What follows belongs to an exercise in optimizing a design on an open flow for small area and few clock cycles per item; a production flow would make more cautious choices. Only the layout flow was run in this run; the RTL was not checked for function there. No activity file was given, so power comes from the tool's default toggle rates.

==> design.v <==
`timescale 1ns / 1ps
`default_nettype none
module multi_slot_stopwatch (
	input  wire                 clk,
	input  wire                 arst_n,
	input  wire                 cmd_valid,
	output logic                cmd_stall,
	input  wire  [7:0]          cmd,
	output logic                rsp_valid,
	input  wire                 rsp_stall,
	output logic [70:0]         rsp
);
	localparam logic [3:0] OP_TICK       = 4'd0;
	localparam logic [3:0] OP_START      = 4'd1;
	localparam logic [3:0] OP_STOP       = 4'd2;
	localparam logic [3:0] OP_RESTART    = 4'd3;
	localparam logic [3:0] OP_CLAIM      = 4'd4;
	localparam logic [3:0] OP_CLAIM_FREE = 4'd5;
	localparam logic [3:0] OP_RELEASE    = 4'd6;
	localparam logic [3:0] OP_RESTAMP    = 4'd7;
	localparam logic [3:0] OP_QUERY      = 4'd8;
	localparam logic [10:0] MAX_H  = 11'd1193;
	localparam logic [5:0]  MAX_M  = 6'd2;
	localparam logic [5:0]  MAX_S  = 6'd47;
	localparam logic [9:0]  MAX_MS = 10'd295;
	wire [3:0] op = cmd[7:4];
	wire [3:0] sl = cmd[3:0];
	logic vld_q;
	wire  hold = vld_q && rsp_stall;
	wire  take = cmd_valid && !hold;
	assign cmd_stall = hold;
	assign rsp_valid = vld_q;
	always_ff @(posedge clk or negedge arst_n) begin
		if (!arst_n) begin
			vld_q <= 1'b0;
		end else if (!hold) begin
			vld_q <= cmd_valid;
		end
	end
	function automatic logic [10:0] radd11(input logic [10:0] a, input logic [10:0] b);
		logic c;
		begin
			c = 1'b0;
			for (int i = 0; i < 11; i++) begin
				radd11[i] = a[i] ^ b[i] ^ c;
				c = (a[i] & b[i]) | (c & (a[i] ^ b[i]));
			end
		end
	endfunction
	function automatic logic [10:0] rinc11(input logic [10:0] a);
		logic c;
		begin
			c = 1'b1;
			for (int i = 0; i < 11; i++) begin
				rinc11[i] = a[i] ^ c;
				c = a[i] & c;
			end
		end
	endfunction
	logic [9:0]  e_ms;
	logic [5:0]  e_s, e_m;
	logic [10:0] e_h;
	logic        running;
	logic [15:0] busy;
	logic [9:0]  st_ms [16];
	logic [5:0]  st_s  [16];
	logic [5:0]  st_m  [16];
	logic [10:0] st_h  [16];
	logic [15:0] free_oh;
	logic [3:0]  free_idx;
	logic        free_found;
	always_comb begin
		free_oh  = '0;
		free_idx = '0;
		for (int i = 15; i >= 0; i--) begin
			if (!busy[i]) begin
				free_oh     = '0;
				free_oh[i]  = 1'b1;
				free_idx    = 4'(i);
			end
		end
		free_found = !(&busy);
	end
	logic [15:0] sl_oh;
	always_comb begin
		sl_oh = '0;
		sl_oh[sl] = 1'b1;
	end
	wire is_claim   = op == OP_CLAIM;
	wire is_cfree   = op == OP_CLAIM_FREE;
	wire is_release = op == OP_RELEASE;
	wire is_restamp = op == OP_RESTAMP;
	wire is_query   = op == OP_QUERY;
	wire [15:0] we = {16{take}} &
		(({16{is_claim | is_release | is_restamp}} & sl_oh) | ({16{is_cfree}} & free_oh));
	wire e_zero = (e_ms == '0) && (e_s == '0) && (e_m == '0) && (e_h == '0);
	wire e_max  = (e_ms == MAX_MS) && (e_s == MAX_S) && (e_m == MAX_M) && (e_h == MAX_H);
	always_ff @(posedge clk or negedge arst_n) begin
		if (!arst_n) begin
			e_ms    <= '0;
			e_s     <= '0;
			e_m     <= '0;
			e_h     <= '0;
			running <= 1'b0;
			busy    <= '0;
		end else if (take) begin
			case (op)
				OP_TICK: begin
					if (running) begin
						if (e_max) begin
							e_ms <= '0;
							e_s  <= '0;
							e_m  <= '0;
							e_h  <= '0;
						end else if (e_ms != 10'd999) begin
							e_ms <= 10'(rinc11(11'(e_ms)));
						end else begin
							e_ms <= '0;
							if (e_s != 6'd59) begin
								e_s <= 6'(rinc11(11'(e_s)));
							end else begin
								e_s <= '0;
								if (e_m != 6'd59) begin
									e_m <= 6'(rinc11(11'(e_m)));
								end else begin
									e_m <= '0;
									e_h <= rinc11(e_h);
								end
							end
						end
					end
				end
				OP_START, OP_STOP: begin
					e_ms    <= '0;
					e_s     <= '0;
					e_m     <= '0;
					e_h     <= '0;
					running <= op == OP_START;
				end
				OP_RESTART: begin
					if (e_zero) begin
						running <= 1'b1;
					end
				end
				OP_CLAIM: busy[sl] <= 1'b1;
				OP_CLAIM_FREE: busy <= busy | free_oh;
				OP_RELEASE: busy[sl] <= 1'b0;
				default: begin
				end
			endcase
		end
	end
	always_ff @(posedge clk) begin
		for (int i = 0; i < 16; i++) begin
			if (we[i]) begin
				st_ms[i] <= e_ms;
				st_s[i]  <= e_s;
				st_m[i]  <= e_m;
				st_h[i]  <= e_h;
			end
		end
	end
	wire [15:0] qsel = {16{is_query}} & busy & sl_oh;
	wire        qb   = |qsel;
	logic [32:0] s_cat;
	always_comb begin
		s_cat = '0;
		for (int i = 0; i < 16; i++) begin
			s_cat = s_cat | ({33{qsel[i]}} & {st_h[i], st_m[i], st_s[i], st_ms[i]});
		end
	end
	wire [32:0] e_cat = {33{qb}} & {e_h, e_m, e_s, e_ms};
	logic [32:0] pg_g, pg_p, gg, pp;
	logic [33:0] cry;
	always_comb begin
		pg_g = e_cat & ~s_cat;
		pg_p = e_cat ^ ~s_cat;
		gg = pg_g;
		pp = pg_p;
		gg[0] = pg_g[0] | pg_p[0];
		for (int l = 0; l < 6; l++) begin
			for (int j = (2 << l) - 1; j < 33; j += (2 << l)) begin
				gg[j] = gg[j] | (pp[j] & gg[j - (1 << l)]);
				pp[j] = pp[j] & pp[j - (1 << l)];
			end
		end
		for (int l = 4; l >= 0; l--) begin
			for (int j = (3 << l) - 1; j < 33; j += (2 << l)) begin
				gg[j] = gg[j] | (pp[j] & gg[j - (1 << l)]);
				pp[j] = pp[j] & pp[j - (1 << l)];
			end
		end
		cry = {gg, 1'b1};
	end
	wire [33:0] dif = {1'b0, pg_p ^ cry[32:0]};
	wire [33:0] brw = ~cry;
	logic [3:0] slot_out;
	logic       status;
	logic       slot_busy;
	wire        busy_sl = |(busy & sl_oh);
	always_comb begin
		slot_out  = '0;
		status    = 1'b0;
		slot_busy = 1'b0;
		case (op)
			OP_CLAIM: begin
				slot_out  = sl;
				slot_busy = 1'b1;
			end
			OP_CLAIM_FREE: begin
				slot_out  = free_found ? free_idx : 4'd0;
				slot_busy = free_found;
				status    = !free_found;
			end
			OP_RELEASE: slot_out = sl;
			OP_RESTAMP, OP_QUERY: begin
				slot_out  = sl;
				slot_busy = busy_sl;
			end
			default: begin
			end
		endcase
	end
	wire [9:0]  f_ms = dif[9:0];
	wire [5:0]  f_s  = dif[15:10];
	wire [5:0]  f_m  = dif[21:16];
	wire [10:0] f_h  = dif[32:22];
	wire        b_ms = brw[10];
	wire        b_s  = brw[16];
	wire        b_m  = brw[22];
	wire        wrap = brw[33];
	wire        c0   = wrap && (b_ms ? (f_ms >= 10'd728) : (f_ms >= 10'd704));
	wire        c1   = wrap && (b_s ? (f_s >= 6'd17) || (c0 && (f_s == 6'd16))
	                                    : (f_s >= 6'd13) || (c0 && (f_s == 6'd12)));
	wire        c2   = wrap && (b_m ? (f_m >= 6'd62) || (c1 && (f_m == 6'd61))
	                                    : (f_m >= 6'd58) || (c1 && (f_m == 6'd57)));
	wire [9:0]  k_ms = (b_ms ? 10'd1000 : 10'd0) + (!wrap ? 10'd0 : c0 ? 10'd320 : 10'd296);
	wire [5:0]  k_s  = (b_s ? 6'd60 : 6'd0) + (!wrap ? 6'd0 : c1 ? 6'd51 : 6'd47) + 6'(c0);
	wire [5:0]  k_m  = (b_m ? 6'd60 : 6'd0) + (!wrap ? 6'd0 : c2 ? 6'd6 : 6'd2) + 6'(c1);
	wire [9:0]  o_ms = f_ms + k_ms;
	wire [5:0]  o_s  = f_s + k_s;
	wire [5:0]  o_m  = f_m + k_m;
	wire [10:0] o_h  = f_h + (!wrap ? 11'd0 : c2 ? 11'd1194 : 11'd1193);
	logic [3:0]  r_slot;
	logic        r_status;
	logic        r_busy;
	logic [9:0]  r_ms;
	logic [5:0]  r_s, r_m;
	logic [10:0] r_h;
	always_ff @(posedge clk) begin
		if (!hold) begin
			r_slot   <= slot_out;
			r_status <= status;
			r_busy   <= slot_busy;
			r_ms     <= o_ms;
			r_s      <= o_s;
			r_m      <= o_m;
			r_h      <= o_h;
		end
	end
	wire t_s1 = ~r_h[0] ^ r_h[2] ^ r_m[0];
	wire t_c2 = (~r_h[0] & r_h[2]) | (r_m[0] & (~r_h[0] ^ r_h[2]));
	wire t_s3 = ~r_h[1] ^ r_h[3] ^ r_m[1];
	wire t_c4 = (~r_h[1] & r_h[3]) | (r_m[1] & (~r_h[1] ^ r_h[3]));
	wire t_s5 = ~r_h[2] ^ r_h[4];
	wire t_c6 = ~r_h[2] & r_h[4];
	wire t_s7 = ~r_h[0] ^ ~r_h[3] ^ r_h[5];
	wire t_c8 = (~r_h[0] & ~r_h[3]) | (r_h[5] & (~r_h[0] ^ ~r_h[3]));
	wire t_s9 = ~r_h[1] ^ ~r_h[4] ^ r_h[6];
	wire t_c10 = (~r_h[1] & ~r_h[4]) | (r_h[6] & (~r_h[1] ^ ~r_h[4]));
	wire t_s11 = ~r_m[0] ^ r_m[2];
	wire t_c12 = ~r_m[0] & r_m[2];
	wire t_s13 = ~r_h[2] ^ ~r_h[5] ^ r_h[7];
	wire t_c14 = (~r_h[2] & ~r_h[5]) | (r_h[7] & (~r_h[2] ^ ~r_h[5]));
	wire t_s15 = ~r_m[1] ^ r_m[3];
	wire t_c16 = ~r_m[1] & r_m[3];
	wire t_s17 = ~r_h[3] ^ ~r_h[6] ^ r_h[8];
	wire t_c18 = (~r_h[3] & ~r_h[6]) | (r_h[8] & (~r_h[3] ^ ~r_h[6]));
	wire t_s19 = ~r_h[0] ^ ~r_h[4] ^ ~r_h[7];
	wire t_c20 = (~r_h[0] & ~r_h[4]) | (~r_h[7] & (~r_h[0] ^ ~r_h[4]));
	wire t_s21 = r_h[9] ^ r_m[0];
	wire t_c22 = r_h[9] & r_m[0];
	wire t_s23 = ~r_h[1] ^ ~r_h[5] ^ ~r_h[8];
	wire t_c24 = (~r_h[1] & ~r_h[5]) | (~r_h[8] & (~r_h[1] ^ ~r_h[5]));
	wire t_s25 = ~r_m[1] ^ ~r_s[1];
	wire t_c26 = ~r_m[1] & ~r_s[1];
	wire t_s27 = r_h[0] ^ r_m[0] ^ ~r_m[2];
	wire t_c28 = (r_h[0] & r_m[0]) | (~r_m[2] & (r_h[0] ^ r_m[0]));
	wire t_s29 = ~r_s[2] ^ r_s[4];
	wire t_c30 = ~r_s[2] & r_s[4];
	wire t_s31 = r_h[1] ^ r_m[1] ^ ~r_m[3];
	wire t_c32 = (r_h[1] & r_m[1]) | (~r_m[3] & (r_h[1] ^ r_m[1]));
	wire t_s33 = ~r_s[3] ^ r_s[5] ^ r_ms[8];
	wire t_c34 = (~r_s[3] & r_s[5]) | (r_ms[8] & (~r_s[3] ^ r_s[5]));
	wire t_s35 = r_m[2] ^ ~r_m[4] ^ ~r_s[4];
	wire t_c36 = (r_m[2] & ~r_m[4]) | (~r_s[4] & (r_m[2] ^ ~r_m[4]));
	wire t_s37 = r_ms[9] ^ 1'b1 ^ t_s1;
	wire t_c38 = (r_ms[9] & 1'b1) | (t_s1 & (r_ms[9] ^ 1'b1));
	wire t_s39 = r_m[3] ^ ~r_m[5] ^ r_s[0];
	wire t_c40 = (r_m[3] & ~r_m[5]) | (r_s[0] & (r_m[3] ^ ~r_m[5]));
	wire t_s41 = ~r_s[5] ^ t_c2 ^ t_s3;
	wire t_c42 = (~r_s[5] & t_c2) | (t_s3 & (~r_s[5] ^ t_c2));
	wire t_s43 = r_m[0] ^ r_m[2] ^ r_m[4];
	wire t_c44 = (r_m[0] & r_m[2]) | (r_m[4] & (r_m[0] ^ r_m[2]));
	wire t_s45 = r_s[1] ^ t_c4 ^ t_s5;
	wire t_c46 = (r_s[1] & t_c4) | (t_s5 & (r_s[1] ^ t_c4));
	wire t_s47 = r_m[1] ^ r_m[3] ^ r_m[5];
	wire t_c48 = (r_m[1] & r_m[3]) | (r_m[5] & (r_m[1] ^ r_m[3]));
	wire t_s49 = r_s[2] ^ t_c6 ^ t_s7;
	wire t_c50 = (r_s[2] & t_c6) | (t_s7 & (r_s[2] ^ t_c6));
	wire t_s51 = r_m[4] ^ r_s[3] ^ 1'b1;
	wire t_c52 = (r_m[4] & r_s[3]) | (1'b1 & (r_m[4] ^ r_s[3]));
	wire t_s53 = t_c8 ^ t_s9 ^ t_s11;
	wire t_c54 = (t_c8 & t_s9) | (t_s11 & (t_c8 ^ t_s9));
	wire t_s55 = r_m[5] ^ r_s[4] ^ t_c10;
	wire t_c56 = (r_m[5] & r_s[4]) | (t_c10 & (r_m[5] ^ r_s[4]));
	wire t_s57 = t_c12 ^ t_s13 ^ t_s15;
	wire t_c58 = (t_c12 & t_s13) | (t_s15 & (t_c12 ^ t_s13));
	wire t_s59 = ~r_m[2] ^ r_m[4] ^ r_s[5];
	wire t_c60 = (~r_m[2] & r_m[4]) | (r_s[5] & (~r_m[2] ^ r_m[4]));
	wire t_s61 = t_c14 ^ t_c16 ^ t_s17;
	wire t_c62 = (t_c14 & t_c16) | (t_s17 & (t_c14 ^ t_c16));
	wire t_s63 = ~r_m[3] ^ r_m[5] ^ 1'b1;
	wire t_c64 = (~r_m[3] & r_m[5]) | (1'b1 & (~r_m[3] ^ r_m[5]));
	wire t_s65 = t_c18 ^ t_s19 ^ t_s21;
	wire t_c66 = (t_c18 & t_s19) | (t_s21 & (t_c18 ^ t_s19));
	wire t_s67 = r_h[10] ^ r_m[1] ^ ~r_m[4];
	wire t_c68 = (r_h[10] & r_m[1]) | (~r_m[4] & (r_h[10] ^ r_m[1]));
	wire t_s69 = t_c20 ^ t_c22 ^ t_s23;
	wire t_c70 = (t_c20 & t_c22) | (t_s23 & (t_c20 ^ t_c22));
	wire t_s71 = ~r_h[2] ^ ~r_h[6] ^ ~r_h[9];
	wire t_c72 = (~r_h[2] & ~r_h[6]) | (~r_h[9] & (~r_h[2] ^ ~r_h[6]));
	wire t_s73 = r_m[2] ^ ~r_m[5] ^ t_c24;
	wire t_c74 = (r_m[2] & ~r_m[5]) | (t_c24 & (r_m[2] ^ ~r_m[5]));
	wire t_s75 = ~r_h[0] ^ ~r_h[3] ^ ~r_h[7];
	wire t_c76 = (~r_h[0] & ~r_h[3]) | (~r_h[7] & (~r_h[0] ^ ~r_h[3]));
	wire t_s77 = ~r_h[10] ^ r_m[3];
	wire t_c78 = ~r_h[10] & r_m[3];
	wire t_s79 = ~r_h[1] ^ ~r_h[4] ^ ~r_h[8];
	wire t_c80 = (~r_h[1] & ~r_h[4]) | (~r_h[8] & (~r_h[1] ^ ~r_h[4]));
	wire t_s81 = r_m[4] ^ 1'b1;
	wire t_c82 = r_m[4] & 1'b1;
	wire t_s83 = ~r_h[2] ^ ~r_h[5] ^ ~r_h[9];
	wire t_c84 = (~r_h[2] & ~r_h[5]) | (~r_h[9] & (~r_h[2] ^ ~r_h[5]));
	wire t_s85 = r_m[5] ^ 1'b1;
	wire t_c86 = r_m[5] & 1'b1;
	wire t_s87 = r_h[0] ^ ~r_h[3] ^ ~r_h[6];
	wire t_c88 = (r_h[0] & ~r_h[3]) | (~r_h[6] & (r_h[0] ^ ~r_h[3]));
	wire t_s89 = ~r_h[10] ^ 1'b1;
	wire t_c90 = ~r_h[10] & 1'b1;
	wire t_s91 = r_h[1] ^ ~r_h[4];
	wire t_c92 = r_h[1] & ~r_h[4];
	wire t_s93 = r_h[2] ^ ~r_h[5];
	wire t_c94 = r_h[2] & ~r_h[5];
	wire t_s95 = r_h[3] ^ ~r_h[6];
	wire t_c96 = r_h[3] & ~r_h[6];
	wire t_s97 = r_h[4] ^ ~r_h[7];
	wire t_c98 = r_h[4] & ~r_h[7];
	wire t_s99 = ~r_m[0] ^ ~r_s[0];
	wire t_c100 = ~r_m[0] & ~r_s[0];
	wire t_s101 = r_s[3] ^ r_ms[6] ^ 1'b1;
	wire t_c102 = (r_s[3] & r_ms[6]) | (1'b1 & (r_s[3] ^ r_ms[6]));
	wire t_s103 = r_ms[7] ^ t_c26 ^ t_s27;
	wire t_c104 = (r_ms[7] & t_c26) | (t_s27 & (r_ms[7] ^ t_c26));
	wire t_s105 = t_c28 ^ t_c30 ^ t_s31;
	wire t_c106 = (t_c28 & t_c30) | (t_s31 & (t_c28 ^ t_c30));
	wire t_s107 = t_c32 ^ t_c34 ^ t_s35;
	wire t_c108 = (t_c32 & t_c34) | (t_s35 & (t_c32 ^ t_c34));
	wire t_s109 = t_c36 ^ t_c38 ^ t_s39;
	wire t_c110 = (t_c36 & t_c38) | (t_s39 & (t_c36 ^ t_c38));
	wire t_s111 = t_c40 ^ t_c42 ^ t_s43;
	wire t_c112 = (t_c40 & t_c42) | (t_s43 & (t_c40 ^ t_c42));
	wire t_s113 = t_c44 ^ t_c46 ^ t_s47;
	wire t_c114 = (t_c44 & t_c46) | (t_s47 & (t_c44 ^ t_c46));
	wire t_s115 = t_c48 ^ t_c50 ^ t_s51;
	wire t_c116 = (t_c48 & t_c50) | (t_s51 & (t_c48 ^ t_c50));
	wire t_s117 = t_c52 ^ t_c54 ^ t_s55;
	wire t_c118 = (t_c52 & t_c54) | (t_s55 & (t_c52 ^ t_c54));
	wire t_s119 = t_c56 ^ t_c58 ^ t_s59;
	wire t_c120 = (t_c56 & t_c58) | (t_s59 & (t_c56 ^ t_c58));
	wire t_s121 = t_c60 ^ t_c62 ^ t_s63;
	wire t_c122 = (t_c60 & t_c62) | (t_s63 & (t_c60 ^ t_c62));
	wire t_s123 = t_c64 ^ t_c66 ^ t_s67;
	wire t_c124 = (t_c64 & t_c66) | (t_s67 & (t_c64 ^ t_c66));
	wire t_s125 = t_c68 ^ t_c70 ^ t_s71;
	wire t_c126 = (t_c68 & t_c70) | (t_s71 & (t_c68 ^ t_c70));
	wire t_s127 = t_c72 ^ t_c74 ^ t_s75;
	wire t_c128 = (t_c72 & t_c74) | (t_s75 & (t_c72 ^ t_c74));
	wire t_s129 = t_c76 ^ t_c78 ^ t_s79;
	wire t_c130 = (t_c76 & t_c78) | (t_s79 & (t_c76 ^ t_c78));
	wire t_s131 = t_c80 ^ t_c82 ^ t_s83;
	wire t_c132 = (t_c80 & t_c82) | (t_s83 & (t_c80 ^ t_c82));
	wire t_s133 = t_c84 ^ t_c86 ^ t_s87;
	wire t_c134 = (t_c84 & t_c86) | (t_s87 & (t_c84 ^ t_c86));
	wire t_s135 = ~r_h[7] ^ t_c88 ^ t_c90;
	wire t_c136 = (~r_h[7] & t_c88) | (t_c90 & (~r_h[7] ^ t_c88));
	wire t_s137 = ~r_h[8] ^ 1'b1 ^ t_c92;
	wire t_c138 = (~r_h[8] & 1'b1) | (t_c92 & (~r_h[8] ^ 1'b1));
	wire t_s139 = ~r_h[9] ^ 1'b1 ^ t_c94;
	wire t_c140 = (~r_h[9] & 1'b1) | (t_c94 & (~r_h[9] ^ 1'b1));
	wire t_s141 = ~r_h[10] ^ 1'b1 ^ t_c96;
	wire t_c142 = (~r_h[10] & 1'b1) | (t_c96 & (~r_h[10] ^ 1'b1));
	wire t_s143 = r_h[5] ^ ~r_h[8];
	wire t_c144 = r_h[5] & ~r_h[8];
	wire t_s145 = r_h[6] ^ ~r_h[9];
	wire t_c146 = r_h[6] & ~r_h[9];
	wire t_s147 = r_h[7] ^ ~r_h[10];
	wire t_c148 = r_h[7] & ~r_h[10];
	wire t_s149 = r_s[2] ^ r_ms[5];
	wire t_c150 = r_s[2] & r_ms[5];
	wire t_s151 = t_s25 ^ t_c100 ^ t_s101;
	wire t_c152 = (t_s25 & t_c100) | (t_s101 & (t_s25 ^ t_c100));
	wire t_s153 = t_s29 ^ t_c102 ^ t_s103;
	wire t_c154 = (t_s29 & t_c102) | (t_s103 & (t_s29 ^ t_c102));
	wire t_s155 = t_s33 ^ t_c104 ^ t_s105;
	wire t_c156 = (t_s33 & t_c104) | (t_s105 & (t_s33 ^ t_c104));
	wire t_s157 = t_s37 ^ t_c106 ^ t_s107;
	wire t_c158 = (t_s37 & t_c106) | (t_s107 & (t_s37 ^ t_c106));
	wire t_s159 = t_s41 ^ t_c108 ^ t_s109;
	wire t_c160 = (t_s41 & t_c108) | (t_s109 & (t_s41 ^ t_c108));
	wire t_s161 = t_s45 ^ t_c110 ^ t_s111;
	wire t_c162 = (t_s45 & t_c110) | (t_s111 & (t_s45 ^ t_c110));
	wire t_s163 = t_s49 ^ t_c112 ^ t_s113;
	wire t_c164 = (t_s49 & t_c112) | (t_s113 & (t_s49 ^ t_c112));
	wire t_s165 = t_s53 ^ t_c114 ^ t_s115;
	wire t_c166 = (t_s53 & t_c114) | (t_s115 & (t_s53 ^ t_c114));
	wire t_s167 = t_s57 ^ t_c116 ^ t_s117;
	wire t_c168 = (t_s57 & t_c116) | (t_s117 & (t_s57 ^ t_c116));
	wire t_s169 = t_s61 ^ t_c118 ^ t_s119;
	wire t_c170 = (t_s61 & t_c118) | (t_s119 & (t_s61 ^ t_c118));
	wire t_s171 = t_s65 ^ t_c120 ^ t_s121;
	wire t_c172 = (t_s65 & t_c120) | (t_s121 & (t_s65 ^ t_c120));
	wire t_s173 = t_s69 ^ t_c122 ^ t_s123;
	wire t_c174 = (t_s69 & t_c122) | (t_s123 & (t_s69 ^ t_c122));
	wire t_s175 = t_s73 ^ t_c124 ^ t_s125;
	wire t_c176 = (t_s73 & t_c124) | (t_s125 & (t_s73 ^ t_c124));
	wire t_s177 = t_s77 ^ t_c126 ^ t_s127;
	wire t_c178 = (t_s77 & t_c126) | (t_s127 & (t_s77 ^ t_c126));
	wire t_s179 = t_s81 ^ t_c128 ^ t_s129;
	wire t_c180 = (t_s81 & t_c128) | (t_s129 & (t_s81 ^ t_c128));
	wire t_s181 = t_s85 ^ t_c130 ^ t_s131;
	wire t_c182 = (t_s85 & t_c130) | (t_s131 & (t_s85 ^ t_c130));
	wire t_s183 = t_s89 ^ t_c132 ^ t_s133;
	wire t_c184 = (t_s89 & t_c132) | (t_s133 & (t_s89 ^ t_c132));
	wire t_s185 = t_s91 ^ t_c134 ^ t_s135;
	wire t_c186 = (t_s91 & t_c134) | (t_s135 & (t_s91 ^ t_c134));
	wire t_s187 = t_s93 ^ t_c136 ^ t_s137;
	wire t_c188 = (t_s93 & t_c136) | (t_s137 & (t_s93 ^ t_c136));
	wire t_s189 = t_s95 ^ t_c138 ^ t_s139;
	wire t_c190 = (t_s95 & t_c138) | (t_s139 & (t_s95 ^ t_c138));
	wire t_s191 = t_s97 ^ t_c140 ^ t_s141;
	wire t_c192 = (t_s97 & t_c140) | (t_s141 & (t_s97 ^ t_c140));
	wire t_s193 = t_c98 ^ t_c142 ^ t_s143;
	wire t_c194 = (t_c98 & t_c142) | (t_s143 & (t_c98 ^ t_c142));
	wire t_s195 = 1'b1 ^ t_c144 ^ t_s145;
	wire t_c196 = (1'b1 & t_c144) | (t_s145 & (1'b1 ^ t_c144));
	wire t_s197 = 1'b1 ^ t_c146 ^ t_s147;
	wire t_c198 = (1'b1 & t_c146) | (t_s147 & (1'b1 ^ t_c146));
	wire t_s199 = r_h[8] ^ t_c148;
	wire t_c200 = r_h[8] & t_c148;
	wire t_s201 = r_h[9] ^ 1'b1;
	wire t_c202 = r_h[9] & 1'b1;
	wire [31:0] sum_a = {t_c200, t_c198, t_c196, t_c194, t_c192, t_c190, t_c188, t_c186, t_c184, t_c182, t_c180, t_c178, t_c176, t_c174, t_c172, t_c170, t_c168, t_c166, t_c164, t_c162, t_c160, t_c158, t_c156, t_c154, t_c152, t_c150, t_s99, r_s[1], r_s[0], r_ms[2], r_ms[1], r_ms[0]};
	wire [31:0] sum_b = {t_s201, t_s199, t_s197, t_s195, t_s193, t_s191, t_s189, t_s187, t_s185, t_s183, t_s181, t_s179, t_s177, t_s175, t_s173, t_s171, t_s169, t_s167, t_s165, t_s163, t_s161, t_s159, t_s157, t_s155, t_s153, t_s151, t_s149, r_ms[4], r_ms[3], 1'b0, 1'b0, 1'b0};
	logic [31:0] cv_g, cv_p, cv_gg, cv_pp;
	always_comb begin
		cv_g  = sum_a & sum_b;
		cv_p  = sum_a ^ sum_b;
		cv_gg = cv_g;
		cv_pp = cv_p;
		for (int l = 0; l < 5; l++) begin
			for (int j = (2 << l) - 1; j < 32; j += (2 << l)) begin
				cv_gg[j] = cv_gg[j] | (cv_pp[j] & cv_gg[j - (1 << l)]);
				cv_pp[j] = cv_pp[j] & cv_pp[j - (1 << l)];
			end
		end
		for (int l = 3; l >= 0; l--) begin
			for (int j = (3 << l) - 1; j < 32; j += (2 << l)) begin
				cv_gg[j] = cv_gg[j] | (cv_pp[j] & cv_gg[j - (1 << l)]);
				cv_pp[j] = cv_pp[j] & cv_pp[j - (1 << l)];
			end
		end
	end
	wire [31:0] delta = cv_p ^ {cv_gg[30:0], 1'b0};
	assign rsp = {r_slot, r_status, r_busy, delta, r_h, r_m, r_s, r_ms};
endmodule
`default_nettype wire
==> flow/run.sh <==
#!/bin/bash
# The standard layout (the standard.sh, standard synthesis included), with
# the input and output port buffers made from the smallest buffer cell.
set -euo pipefail
export BUFFER_PORTS_ARGS="-buffer_cell sky130_fd_sc_hd__buf_1"
bash standard.sh > standard.log 2>&1
==> standard.sh <==
#!/bin/bash
# synth_recipe.tcl (not shown) runs the flow's synth.tcl, then flattens the netlist and writes it again
# the make line also repeats each setting of config.mk as NAME=value (left out here)
make -C /OpenROAD-flow-scripts/flow DESIGN_CONFIG=/design/flow/config.mk WORK_HOME=/design/flow/orfs CLKGATE_MAP_FILE= SYNTH_SCRIPT=/design/flow/synth_recipe.tcl "${@:-finish}"
==> config.mk <==
export PLATFORM = sky130hd
export DESIGN_NAME = multi_slot_stopwatch
export DESIGN_NICKNAME = multi_slot_stopwatch
export VERILOG_FILES = /design/flow/design.v
export SDC_FILE = /design/flow/constraint.sdc
export NUM_CORES = 4
export LEC_CHECK = 0
export CAP_MARGIN = 0
export CORE_MARGIN = 2
export CORE_UTILIZATION = 65
export CTS_CLUSTER_DIAMETER = 90
export CTS_CLUSTER_SIZE = 26
export SLEW_MARGIN = 0
==> constraint.sdc <==
create_clock -name core_clock -period 8.5 [get_ports {clk}]
set_input_delay 1.7000 -clock core_clock [delete_from_list [all_inputs] [get_ports {clk}]]
set_output_delay 1.7000 -clock core_clock [all_outputs]
set_load 0.01 [all_outputs]
==> results.txt <==
## layer usage
layer / vias up / GRT usage (%)
met3: 156 / 5.84
met4: 0 / 11.3
li1: 8659 / -
met2: 1310 / 57.9
met5: - / 0
met1: 10100 / 51.1
## power by group
part	switching (uW)	internal (uW)	leakage (uW)	total (uW)
sequential	212	3510	0.00618	3730
combinational	5040	3420	0.00669	8450
clock	956	702	0.000446	1660
total	6200	7630	0.0133	13800
## through the flow
stage                     TNS, ns  utilization [%]  hold WS, ns  setup slack [ns]  instance area (sq um)
after global routing       -0.639             76.3        0.598            -0.152                  34500
after detailed placement    -3.65             73.5        0.548            -0.528                  33200
after global placement      -1.71             73.5        0.531            -0.332                  33200
final                           0             76.3        0.564             0.144                  34500
after floorplan                 0                -        0.506           0.00209                  29900
after CTS                       0             75.6        0.571            0.0671                  34200
## how the worst max path moves through the flow
stage | start | end | slack [ns] | cells after the start
finish | cmd[0] | r_h[8]$_DFFE_PN_ | 0.14 | 37
global route | cmd[0] | r_h[9]$_DFFE_PN_ | -0.15 | 36
CTS | cmd[0] | r_m[5]$_DFFE_PN_ | 0.07 | 37
detailed placement | cmd[0] | r_m[5]$_DFFE_PN_ | -0.53 | 37
global placement | cmd[0] | r_m[5]$_DFFE_PN_ | -0.33 | 36
floorplan | cmd[0] | r_h[9]$_DFFE_PN_ | 0.002 | 35
## logic make-up after synthesis
group / count (synthesis) / share of synthesized area, %
compound gates: 461 / 11.4
xor+xnor: 59 / 1.74
flops: 618 / 61.7
fa+ha+maj: 261 / 13.9
buf+inv: 265 / 3.56
mux: 3 / 0.110
simple gates: 447 / 7.57
## cells in the mapped netlist, drive strengths merged, types with 8 or more instances
cell type	instances
nor2b	12
and3	15
o21ai	58
xnor2	29
a21o	26
edfxtp	567
clkbuf	53
inv	169
xor2	30
nor2	90
a31oi	22
a22o	18
nand3	63
ha	146
fa	114
nand2	110
nor4	8
dfrtp	51
a21oi	56
a222oi	64
nand4	42
a22oi	158
nand2b	11
buf	43
and2	30
nor3	29
## registers in the layout (all words and copies together), names as in the netlist, named ones only
signal / cells
r_status: 1
running: 1
e_h: 11
st_ms: 160
busy: 1
e_m: 6
vld_q: 1
e_ms: 10
e_s: 6
st_s: 96
r_busy: 1
r_ms: 10
st_h: 176
r_h: 11
r_slot: 4
st_m: 96
r_m: 6
r_s: 6
## worst min-delay path, stage by stage (launching register included)
cell,delay (ns)
dfrtp_1,0.37
a21oi_1,0.05
a21oi_1,0.11
## area by class of cell
type | instances | share of cell area (%)
sequential | 618 | 53.1
multi-input combinational | 1231 | 31.7
timing repair buffer | 379 | 8.52
clock buffer | 49 | 2.41
tap | 600 | 2.18
inverter | 169 | 1.84
clock inverter | 6 | 0.305
## layout by cell type, fill, tap and decap left out, drive strengths merged, types with 26 or more instances in the layout
master  Yosys  layout
xor2       30      30
o21ai      58      58
buf        43     376
clkbuf     53      52
nand2     110     110
a21oi      56      56
nor2       90      90
ha        146     146
edfxtp    567     567
nand3      63      63
a21o       26      26
nor3       29      29
a222oi     64      64
dfrtp      51      51
and2       30      30
xnor2      29      29
nand4      42      42
inv       169     173
fa        114     114
a22oi     158     158
## repair_timing
| action | CTS | global route |
|---|---|---|
| gates resized for setup | 0 | 60 |
| setup buffers | 0 | 11 |
| endpoints found under the setup margin | 0 | 9 |
==> results_dict.tcl <==
set metrics [dict create \
    rrSetupSlack_ns 1.57 \
    slowest_stage "a222oi_1" \
    placedCellCount 2986 \
    synth.avg_cell_area_sq_um 14.0 \
    hold_path.class "flip-flop to flip-flop" \
    routed.top_layer "met4" \
    drt_wl_total_um 84700 \
    drive_gt1_share_pct 18.6 \
    grt_max_degree 52 \
    async_flop_share_pct 8.25 \
    worst-setup-path-type "input port to flip-flop" \
    drv_slew 0 \
    portBuffers 84 \
    vias 20200 \
    grt_pass1_wl_um 125000 \
    fin_crit_ns 8.36 \
    cts_sinks 618 \
    cp.required_ns 8.86 \
    synth-edff-count 567 \
    route.detailed.drc 0 \
    via_per_inst 6.62 \
    fill_cells 2789 \
    seq_area_frac_synth_pct 61.7 \
    holdPathEnd "running$_DFFE_PN0P_" \
    fmax_ghz 0.120 \
    ant_nets 0 \
    layout.nets 2701 \
    hold_viol 0 \
    synth_cells 2114 \
    cts_tree "built" \
    cp.arrival_ns 8.72 \
    hold_start "running$_DFFE_PN0P_" \
    cp_top_family "compound AO/OA/AOI/OAI gates" \
    yosys-top-cells-area "edfxtp_1 57%, fa_1 7.7%, ha_1 6.2%" \
    cts-root-to-sink-buffers 3 \
    post_drt_wl_per_cell_um 27.7 \
    cts-root-buf "clkbuf_16" \
    grt_usage_pct 36.0 \
    dieArea_sq_mm 0.0474 \
    start_util_pct 65.6 \
    tightest_slew_ns 1.25 \
    antenna_found_initial 0 \
    grt_pass1_vias 20100 \
    n_antenna_cell 0 \
    period_share_pct 98.3 \
    synth_nets 2386 \
    die-width_um 218 \
    die_h_um 218 \
    final.setup_skew_ns 0.0486 \
    m1WireLength_um 32500 \
    start_kind "input port" \
    overflow 0 \
    fin_cells 3052 \
    yosysUniqueCellTypes 67 \
    gp_congestion 0.963 \
    path_buf_inv 4 \
    wl_met2_um 40300 \
    synthesis.area_sq_mm 0.0297 \
    ys.warnings.count 5 \
    synth_area_leader_cell "edfxtp_1" \
    maxCapViolCount 0 \
    core_area_sq_mm 0.0452 \
    ctsHoldBuffers 0 \
    seq_area_sq_mm 0.0183 \
    leakagePower_uw 0.0133 \
    vdd_ir_drop_max_mv 1.54 \
    critPathMaxStageDelay_ns 0.47 \
    netlist.area_leader.share_pct 57.4 \
    ios 85 \
    synthFlopType "edfxtp_1" \
    multi_input_area_sq_mm 0.0109 \
    clk_latency_ns 0.64 \
    worstPathMaxFanout 8 \
    drtIter0Drc 2942 \
    p_per_area_mw_per_mm2 401 \
    reg2regPathDepth 32 \
    synth_seq_cells 618 \
    power_uw 13800 \
    area_delta_synth_final_pct 16.3 \
    finalSetupViolCount 0 \
    met3_length_um 9250 \
    numCtsBuffers 30 \
    hold-path-cell-count 2 \
    rsz0062_at_grt "true" \
    num_rows 78 \
    relSlewSlack_pct 16.3 \
    timing.rr.end "r_m[5]$_DFFE_PN_" \
    first_pass_iters 9 \
    hpwl_um 58300 \
    end_kind "flip-flop" \
    clk_pin_slew_ns 0.09 \
    htree_levels 1 \
    outcome "complete, no violations" \
]

-- afterwards: timing with drivers on the ports --
In the flow no input, the clock included, has a driving cell. The finished layout below was timed again as built, in two steps.
Step 1 sets driving cells, clkbuf_16 on the clock port and buf_2 on the other inputs (assumed; they add their load-dependent delay and slew).
Step 2, shift: input delay + t, output delay - t, t = (earliest + latest rising clock arrival at the registers) / 2. This alone moves slack from input paths to output paths.
a / b / c = ideal / step 1 / step 2; a / b = the first two.
t (ns): 0.674
setup slack, ns: 0.144 / 0.181 / -0.494
latest minus earliest clock arrival (ns): 0.048 / 0.049
worst register clock-pin slew, ns: 0.11 / 0.11
cell pins on the clock port's net: 1
With both steps, setup timing fails in this run, where it was met with ideal ports. The setup slack of this run moves by +0.037 ns with the drivers and by -0.638 ns with both steps.
